This is an optimization exercise on Yosys and OpenROAD, whose aim is small area and a short achievable clock period, not a production implementation. Function was checked by simulation only, so behaviour that the tests miss may differ from the original.

**design/flow/design.v**
```verilog
package stack_cpu_pkg;
	typedef logic [15:0] word_t;
	typedef logic [2:0] reg_idx_t;
	typedef logic [3:0] opcode_t;
	localparam opcode_t OP_STACK     = 4'd0;
	localparam opcode_t OP_ALU       = 4'd1;
	localparam opcode_t OP_BR_ALWAYS = 4'd2;
	localparam opcode_t OP_BR_C      = 4'd3;
	localparam opcode_t OP_BR_NC     = 4'd4;
	localparam opcode_t OP_BR_Z      = 4'd5;
	localparam opcode_t OP_BR_NZ     = 4'd6;
	localparam opcode_t OP_BR_V      = 4'd7;
	localparam opcode_t OP_BR_NV     = 4'd8;
	localparam opcode_t OP_BR_S      = 4'd9;
	localparam opcode_t OP_BR_NS     = 4'd10;
	localparam opcode_t OP_CALL      = 4'd11;
	localparam opcode_t OP_RET       = 4'd12;
	typedef logic [1:0] alu_fn_t;
	localparam alu_fn_t ALU_ADD = 2'd0;
	localparam alu_fn_t ALU_NEG = 2'd1;
	localparam alu_fn_t ALU_OR  = 2'd2;
	localparam alu_fn_t ALU_NOT = 2'd3;
	localparam int NUM_REGS = 8;
	localparam int IMEM_WORDS = 256;
	localparam int DMEM_WORDS = 256;
	localparam int IMEM_AW = $clog2(IMEM_WORDS);
	localparam int DMEM_AW = $clog2(DMEM_WORDS);
	localparam word_t PC_RESET = 16'h0000;
	localparam word_t SP_RESET = 16'h01F8;
	localparam word_t PC_STEP = 16'd2;
endpackage
module instr_decoder (
	input stack_cpu_pkg::word_t instr,
	output logic is_push,
	output logic is_pop,
	output logic is_alu,
	output logic is_branch,
	output logic is_call,
	output logic is_ret,
	output logic reg_write,
	output logic mem_write,
	output logic flag_write,
	output stack_cpu_pkg::alu_fn_t alu_fn,
	output stack_cpu_pkg::opcode_t cond
);
	stack_cpu_pkg::opcode_t opcode;
	assign opcode = instr[15:12];
	assign alu_fn = instr[11:10];
	assign cond = opcode;
	always_comb
	begin
		is_push = 1'b0;
		is_pop = 1'b0;
		is_alu = 1'b0;
		is_branch = 1'b0;
		is_call = 1'b0;
		is_ret = 1'b0;
		case (opcode)
			stack_cpu_pkg::OP_STACK:
			begin
				is_push = ~instr[10];
				is_pop = instr[10];
			end
			stack_cpu_pkg::OP_ALU:
				is_alu = 1'b1;
			stack_cpu_pkg::OP_BR_ALWAYS, stack_cpu_pkg::OP_BR_C, stack_cpu_pkg::OP_BR_NC, stack_cpu_pkg::OP_BR_Z, stack_cpu_pkg::OP_BR_NZ,
			stack_cpu_pkg::OP_BR_V, stack_cpu_pkg::OP_BR_NV, stack_cpu_pkg::OP_BR_S, stack_cpu_pkg::OP_BR_NS:
				is_branch = 1'b1;
			stack_cpu_pkg::OP_CALL:
				is_call = 1'b1;
			stack_cpu_pkg::OP_RET:
				is_ret = 1'b1;
			default:
				;
		endcase
	end
	assign reg_write = is_pop | is_alu;
	assign mem_write = is_push | is_call;
	assign flag_write = is_alu;
endmodule
module register_bank (
	input logic clk,
	input logic reset,
	input logic write_en,
	input stack_cpu_pkg::reg_idx_t index,
	input stack_cpu_pkg::word_t write_data,
	output stack_cpu_pkg::word_t read_data
);
	stack_cpu_pkg::word_t regs [stack_cpu_pkg::NUM_REGS];
	always_ff @(posedge clk or posedge reset)
	begin
		if (reset)
		begin
			for (int i = 0; i < stack_cpu_pkg::NUM_REGS; i++)
			begin
				regs[i] <= '0;
			end
		end
		else if (write_en)
		begin
			regs[index] <= write_data;
		end
	end
	assign read_data = regs[index];
endmodule
module alu (
	input stack_cpu_pkg::word_t x,
	input stack_cpu_pkg::word_t y,
	input stack_cpu_pkg::alu_fn_t fn,
	output stack_cpu_pkg::word_t result,
	output logic carry,
	output logic overflow,
	output logic zero,
	output logic sign
);
	logic [16:0] sum;
	logic [15:0] low_sum;
	assign sum = {1'b0, x} + {1'b0, y};
	assign low_sum = {1'b0, x[14:0]} + {1'b0, y[14:0]};
	always_comb
	begin
		carry = 1'b0;
		overflow = 1'b0;
		case (fn)
			stack_cpu_pkg::ALU_ADD:
			begin
				result = sum[15:0];
				carry = sum[16];
				overflow = sum[16] ^ low_sum[15];
			end
			stack_cpu_pkg::ALU_NEG:
			begin
				result = (~y) + 16'd1;
			end
			stack_cpu_pkg::ALU_OR:
			begin
				result = x | y;
			end
			default:
			begin
				result = ~y;
			end
		endcase
	end
	assign zero = (result == '0);
	assign sign = result[15];
endmodule
module status_flags (
	input logic clk,
	input logic reset,
	input logic write_en,
	input logic carry_in,
	input logic overflow_in,
	input logic zero_in,
	input logic sign_in,
	input stack_cpu_pkg::opcode_t cond,
	output logic branch_taken
);
	logic carry_q;
	logic overflow_q;
	logic zero_q;
	logic sign_q;
	always_ff @(posedge clk or posedge reset)
	begin
		if (reset)
		begin
			carry_q <= 1'b0;
			overflow_q <= 1'b0;
			zero_q <= 1'b0;
			sign_q <= 1'b0;
		end
		else if (write_en)
		begin
			carry_q <= carry_in;
			overflow_q <= overflow_in;
			zero_q <= zero_in;
			sign_q <= sign_in;
		end
	end
	always_comb
	begin
		case (cond)
			stack_cpu_pkg::OP_BR_ALWAYS: branch_taken = 1'b1;
			stack_cpu_pkg::OP_BR_C:      branch_taken = carry_q;
			stack_cpu_pkg::OP_BR_NC:     branch_taken = ~carry_q;
			stack_cpu_pkg::OP_BR_Z:      branch_taken = zero_q;
			stack_cpu_pkg::OP_BR_NZ:     branch_taken = ~zero_q;
			stack_cpu_pkg::OP_BR_V:      branch_taken = overflow_q;
			stack_cpu_pkg::OP_BR_NV:     branch_taken = ~overflow_q;
			stack_cpu_pkg::OP_BR_S:      branch_taken = sign_q;
			stack_cpu_pkg::OP_BR_NS:     branch_taken = ~sign_q;
			default:      branch_taken = 1'b0;
		endcase
	end
endmodule
module data_memory (
	input logic clk,
	input logic write_en,
	input stack_cpu_pkg::word_t addr,
	input stack_cpu_pkg::word_t write_data,
	output stack_cpu_pkg::word_t read_data
);
	stack_cpu_pkg::word_t mem [stack_cpu_pkg::DMEM_WORDS];
	logic [stack_cpu_pkg::DMEM_AW-1:0] word_addr;
	assign word_addr = addr[stack_cpu_pkg::DMEM_AW:1];
	always_ff @(posedge clk)
	begin
		if (write_en)
		begin
			mem[word_addr] <= write_data;
		end
	end
	assign read_data = mem[word_addr];
endmodule
module instr_memory (
	input logic clk,
	input logic load_valid,
	input logic load_ready,
	input logic [stack_cpu_pkg::IMEM_AW-1:0] load_addr,
	input stack_cpu_pkg::word_t load_data,
	input stack_cpu_pkg::word_t fetch_addr,
	output stack_cpu_pkg::word_t instr
);
	stack_cpu_pkg::word_t mem [stack_cpu_pkg::IMEM_WORDS];
	always_ff @(posedge clk)
	begin
		if (load_valid && load_ready)
		begin
			mem[load_addr] <= load_data;
		end
	end
	assign instr = mem[fetch_addr[stack_cpu_pkg::IMEM_AW:1]];
endmodule
module stack_cpu (
	input logic clk,
	input logic reset,
	input logic run,
	input logic load_valid,
	input logic [stack_cpu_pkg::IMEM_AW-1:0] load_addr,
	input stack_cpu_pkg::word_t load_data,
	output logic load_ready,
	output stack_cpu_pkg::word_t pc,
	output stack_cpu_pkg::word_t instr,
	output logic wb_valid,
	output stack_cpu_pkg::reg_idx_t wb_reg,
	output stack_cpu_pkg::word_t wb_data,
	output logic mem_write,
	output stack_cpu_pkg::word_t mem_addr,
	output stack_cpu_pkg::word_t mem_data
);
	stack_cpu_pkg::word_t sp;
	stack_cpu_pkg::word_t pc_next;
	stack_cpu_pkg::word_t sp_next;
	stack_cpu_pkg::word_t pc_plus;
	stack_cpu_pkg::word_t target;
	stack_cpu_pkg::word_t sp_dec;
	stack_cpu_pkg::word_t sp_inc;
	stack_cpu_pkg::word_t rd_data;
	stack_cpu_pkg::word_t pop_data;
	stack_cpu_pkg::word_t alu_result;
	logic is_push;
	logic is_pop;
	logic is_alu;
	logic is_branch;
	logic is_call;
	logic is_ret;
	logic dec_reg_write;
	logic dec_mem_write;
	logic flag_write;
	logic flag_we;
	stack_cpu_pkg::alu_fn_t alu_fn;
	stack_cpu_pkg::opcode_t cond;
	logic branch_taken;
	logic alu_carry;
	logic alu_overflow;
	logic alu_zero;
	logic alu_sign;
	assign load_ready = ~run;
	assign pc_plus = pc + stack_cpu_pkg::PC_STEP;
	assign target = pc_plus + {{4{instr[11]}}, instr[11:0]};
	assign sp_dec = sp - stack_cpu_pkg::PC_STEP;
	assign sp_inc = sp + stack_cpu_pkg::PC_STEP;
	always_comb
	begin
		if (!run)
			pc_next = pc;
		else if (is_ret)
			pc_next = pop_data;
		else if (is_call || (is_branch && branch_taken))
			pc_next = target;
		else
			pc_next = pc_plus;
	end
	always_comb
	begin
		sp_next = sp;
		if (run)
		begin
			if (is_push || is_call)
				sp_next = sp_dec;
			else if (is_pop || is_ret)
				sp_next = sp_inc;
		end
	end
	always_ff @(posedge clk or posedge reset)
	begin
		if (reset)
		begin
			pc <= stack_cpu_pkg::PC_RESET;
			sp <= stack_cpu_pkg::SP_RESET;
		end
		else
		begin
			pc <= pc_next;
			sp <= sp_next;
		end
	end
	assign mem_addr = dec_mem_write ? sp_dec : sp;
	assign mem_data = is_call ? pc_plus : rd_data;
	assign mem_write = dec_mem_write & run;
	assign wb_valid = dec_reg_write & run;
	assign wb_reg = instr[9:7];
	assign wb_data = is_alu ? alu_result : pop_data;
	assign flag_we = flag_write & run;
	instr_memory u_imem (
		.clk        (clk),
		.load_valid (load_valid),
		.load_ready (load_ready),
		.load_addr  (load_addr),
		.load_data  (load_data),
		.fetch_addr (pc),
		.instr      (instr)
	);
	instr_decoder u_decoder (
		.instr      (instr),
		.is_push    (is_push),
		.is_pop     (is_pop),
		.is_alu     (is_alu),
		.is_branch  (is_branch),
		.is_call    (is_call),
		.is_ret     (is_ret),
		.reg_write  (dec_reg_write),
		.mem_write  (dec_mem_write),
		.flag_write (flag_write),
		.alu_fn     (alu_fn),
		.cond       (cond)
	);
	register_bank u_regs (
		.clk        (clk),
		.reset      (reset),
		.write_en   (wb_valid),
		.index      (wb_reg),
		.write_data (wb_data),
		.read_data  (rd_data)
	);
	alu u_alu (
		.x        (rd_data),
		.y        (pop_data),
		.fn       (alu_fn),
		.result   (alu_result),
		.carry    (alu_carry),
		.overflow (alu_overflow),
		.zero     (alu_zero),
		.sign     (alu_sign)
	);
	status_flags u_flags (
		.clk          (clk),
		.reset        (reset),
		.write_en     (flag_we),
		.carry_in     (alu_carry),
		.overflow_in  (alu_overflow),
		.zero_in      (alu_zero),
		.sign_in      (alu_sign),
		.cond         (cond),
		.branch_taken (branch_taken)
	);
	data_memory u_dmem (
		.clk        (clk),
		.write_en   (mem_write),
		.addr       (mem_addr),
		.write_data (mem_data),
		.read_data  (pop_data)
	);
endmodule
```
**design/flow/run.sh**
```bash
#!/bin/bash
# synth_recipe.tcl (not shown) runs the flow's synth.tcl, then flattens the netlist and writes it again
# the make line also repeats each setting of config.mk as NAME=value (left out here)
make -C /OpenROAD-flow-scripts/flow DESIGN_CONFIG=/design/flow/config.mk WORK_HOME=/design/flow/orfs CLKGATE_MAP_FILE= SYNTH_SCRIPT=/design/flow/synth_recipe.tcl finish
```
**design/flow/config.mk**
```make
export PLATFORM = sky130hd
export DESIGN_NAME = stack_cpu
export DESIGN_NICKNAME = stack_cpu
export VERILOG_FILES = /design/flow/design.v
export SDC_FILE = /design/flow/constraint.sdc
export NUM_CORES = 4
export LEC_CHECK = 0
export CAP_MARGIN = 20
export CORE_MARGIN = 2
export CORE_UTILIZATION = 30
export PLACE_DENSITY = 0.38
export SLEW_MARGIN = 20
```
**design/flow/constraint.sdc**
```tcl
create_clock -name core_clock -period 15.0 [get_ports {clk}]
set_input_delay 3.0000 -clock core_clock [delete_from_list [all_inputs] [get_ports {clk}]]
set_output_delay 3.0000 -clock core_clock [all_outputs]
set_load 0.01 [all_outputs]
```
==> results by group <==
Status
  • Status: complete, no violations

Worst hold path
  • Min-delay worst type: reg2reg
  • WHS Endpoint: sp[15]
  • Number of cells on the worst hold path: 1
  • Min-delay src: sp[15]

Detailed routing
  • Wl on met1: 553000 µm
  • Met3 wire len: 70400 µm
  • Met2 Wirelength: 655000 µm
  • Uppermost layer routed: met5
  • Starting DRC count in detailed routing: 21.1k
  • Via density: 5.40
  • Routed Antenna Nets: 0
  • Post-Route WL: 1340000 µm
  • DRC: 0
  • Via count: 186k
  • Drt wl/cell: 38.9 µm
  • Drt first pass iters: 8

Finish
  • NumNets Final: 19.0k
  • Area grow syn2layout: 18.9%
  • Fin util: 0.358
  • Layout cells sized above 1: 0.283
  • # fillers: 103k
  • Seq. cell area: 0.250 mm²
  • Multi-input logic area: 0.0789 mm²

STA
  • Hold_ws: 0.488 ns
  • Clock skew: 0.0842 ns
  • Max Freq: 67.6 MHz
  • Actual slew at the worst max-slew pin: 1.36 ns
  • Fin. max-slew vios: 0
  • Slew margin rel.: 0.0923
  • Final setup violating endpoints: 0
  • Fin crit period: 14.79 ns
  • Final Worst Setup Slack: 0.209 ns
  • Final Hold Viols: 0
  • TNS Setup: 0 ns
  • Period utilisation layout: 0.986

Synthesis
  • Post-synth EDFFs: 8192
  • Top-area cell type share of the netlist area: 0.743
  • Post-Synth Adder-Cell Area: 0.00212
  • Synth area leader: edfxtp_1
  • Ys flop type: edfxtp_1
  • Syn Area/Cell: 19.1 µm²
  • Area share of and/or/nand/nor cells after synthesis: 0.0398
  • Post-synthesis compound-gate area fraction: 0.0536
  • Library cells used by synthesis: 129
  • Syn_nets: 17.4k
  • Synth warnings: 8
  • Synth area leaders: edfxtp_1 74%, mux4_2 11%, mux2i_1 1.3%
  • Post-synthesis sequential area ratio: 0.755
  • Syn Inst Count: 17.3k
  • FFs w/ async S/R, synth: 0.0195
  • XOR/XNOR Fraction of Synth Area: 0.00217
  • Largest family of logic cells by synthesized area: multiplexers
  • Synthesized cell area: 0.331 mm²
  • Mux cell area share after synthesis: 0.128
  • Number of synthesized register bits: 8355

Clock tree
  • CTS Root Cell: clkbuf_16
  • CTS sink count: 8355
  • CTS buffer count: 921
  • Clk slew on worst S/H paths: 0.06 ns
  • CTS max path bufs: 5
  • Clk Latency, worst-skew pair: 1.18 ns
  • CTS Hold Bufs: 0
  • H-Tree Depth: 6
  • CTS tree: yes

Floorplan
  • Die area: 1.11 mm²
  • Core Region: 1.10 mm²
  • Initial Utilization: 0.301
  • Chip height: 1050 µm
  • Std cell rows: 385
  • Die Width: 1050 µm
  • I/O Pins: 114

Critical path
  • Worst Reg-to-Reg Cells: 46
  • Crit path launch type: flop
  • Worst EP required: 12.00 ns
  • Launch point of the worst reg-to-reg path: pc[1]
  • Crit-path slowest cell: nor4b_4
  • Critical path data arrival time: 11.79 ns
  • Worst path max stage delay: 0.74 ns
  • Worst R2R Setup Slack: 4.01 ns
  • Critical path class: reg2out
  • RR Endpoint: u_regs.regs[0][15]
  • Worst Path Max Fanout: 14
  • CP endpoint kind: primary output

Global routing
  • GRT Residual Overflow: 0
  • Global-route wire length before repair: 1770000 µm
  • Largest net degree at the start of global routing: 159
  • Vias in the first global route: 184k
  • Initial antenna violation count: 101
  • Global-route usage over all layers: 0.234

Placement
  • Pre-CTS setup slack: -0.649 ns
  • Hpwl dp: 846000 µm
  • GP Congestion: 0.880
  • Count of input and output buffers: 112

Job
  • Max Cap Viol: 0
-- cell usage after synthesis (27+ instances only) --
cell and number:
buf_2 250, clkbuf_1 557, mux2_2 198, o21ai_0 377, o21a_1 39, o41ai_1 31, nand4_1 52, a31oi_1 155
o31ai_1 33, o22ai_1 153, xnor2_1 62, a32oi_1 113, edfxtp_1 8192, nor4_1 38, nand3_1 414, mux4_2 1584
nand2_1 998, o221ai_1 92, a211oi_1 200, nor2b_1 45, buf_1 145, ha_1 53, a221o_1 60, a211o_1 34
a21o_1 47, a32o_1 47, inv_1 75, a311oi_1 27, nor3_1 123, a22oi_1 132, mux2i_1 435, dfrtp_1 157
and3_1 200, buf_4 91, nor2_1 944, buf_6 99, a22o_1 34, a221oi_1 217, a21oi_1 275, o211ai_1 43
-- critical path: cells and delay by family, from the launching register on --
| kind | cells | cell delay, ns |
|---|---|---|
| compound gates | 23 | 4.54 |
| xor+xnor | 1 | 0.15 |
| fa+ha+maj | 2 | 0.61 |
| simple gates | 8 | 1.89 |
| mux | 2 | 1.15 |
| flops | 1 | 0.53 |
| buf+inv | 9 | 1.70 |
-- registers in the layout, indices dropped and copies added (netlist names) --
name and count:
u_flags.carry_q 1, sp 15, pc 16, u_imem.mem 4096, u_dmem.mem 4096, u_flags.sign_q 1
u_flags.zero_q 1, u_regs.regs 128, u_flags.overflow_q 1
-- placed cells by master, fill, tap and decap left out, drive strengths merged, types with 53 or more instances in the layout --
cell,instances
edfxtp,8192
buf,1663
mux4,1584
clkbuf,1214
nand2,1000
nor2,949
mux2i,439
nand3,416
o21ai,407
clkinv,372
a21oi,281
a221oi,222
mux2,212
a211oi,207
and3,200
dfrtp,157
a31oi,155
o22ai,153
a22oi,133
nor3,125
a32oi,114
inv,109
clkdlybuf4s50,92
o221ai,92
diode,66
xnor2,62
a221o,60
bufinv,59
nand4,55
ha,53
-- final cells by class --
type	instances	share of cell area
Clock buffer	1202	0.0619
Multi-Input combinational cell	7743	0.200
Timing Repair Buffer	1785	0.0434
Inverter	90	0.00108
Tap cell	14706	0.0467
Timing Repair inverter	2	0.0000699
Clock inverter	462	0.0105
Antenna cell	66	0.000420
Sequential cell	8355	0.635
-- how the worst max path moves through the flow --
stage | cells after the start | endpoint | start
2_1_floorplan | 23 | mem_data[13] | pc[1]
3_3_place_gp | 43 | wb_data[15] | pc[3]
3_5_place_dp | 45 | wb_data[15] | pc[3]
4_1_cts | 45 | wb_data[15] | pc[1]
5_1_grt | 49 | wb_data[13] | pc[1]
6_report | 45 | wb_data[15] | pc[1]
-- per-layer routing --
metal | vias up | track usage
li1 | 74976 | -
met1 | 101879 | 0.309
met2 | 6917 | 0.397
met3 | 1920 | 0.0302
met4 | 20 | 0.0872
met5 | - | 0
-- per-stage QoR --
step                      instances  instance area [µm²]
after global routing          34359               394000
after detailed placement      32549               362000
after floorplan               17339               331000
final                         34411               394000
after CTS                     34290               392000
after global placement        32546               362000
-- cell families after synthesis --
group | Yosys count
compound gates | 2426
xor+xnor | 82
fa+ha+maj | 55
buf+inv | 1241
flops | 8355
mux | 2235
other cells | 1
simple gates | 2944
-- repair_timing --
item,in CTS,in global routing
endpoints found under the setup margin,15,9
pin swaps,26,31
gates resized for setup,170,105
setup buffers,58,46
cloned,19,8

-- afterwards: timing with drivers on the ports --
How much do the figures lean on ideal ports? The routed layout below was timed once more, with nothing changed but the port constraints. Step 1: set_driving_cell puts a clkbuf_16 on clk and a buf_2 on each other input, an assumption about the parent block. Step 2 also shifts input and output timing later by t, the mid clock arrival at the registers, as if the neighbouring blocks saw the same clock. a / b / c = ideal ports / drivers / drivers and shift; a / b = the first two.
t (ns): 1.290
setup WS [ns]: 0.209 / 0.053 / 1.342
clock arrival spread, ns: 0.085 / 0.085
slew at the worst register clock pin (ns): 0.07 / 0.07
After both steps setup and hold are still met in this run. The setup slack of this run moves by -0.156 ns with the drivers and by +1.133 ns with both steps.
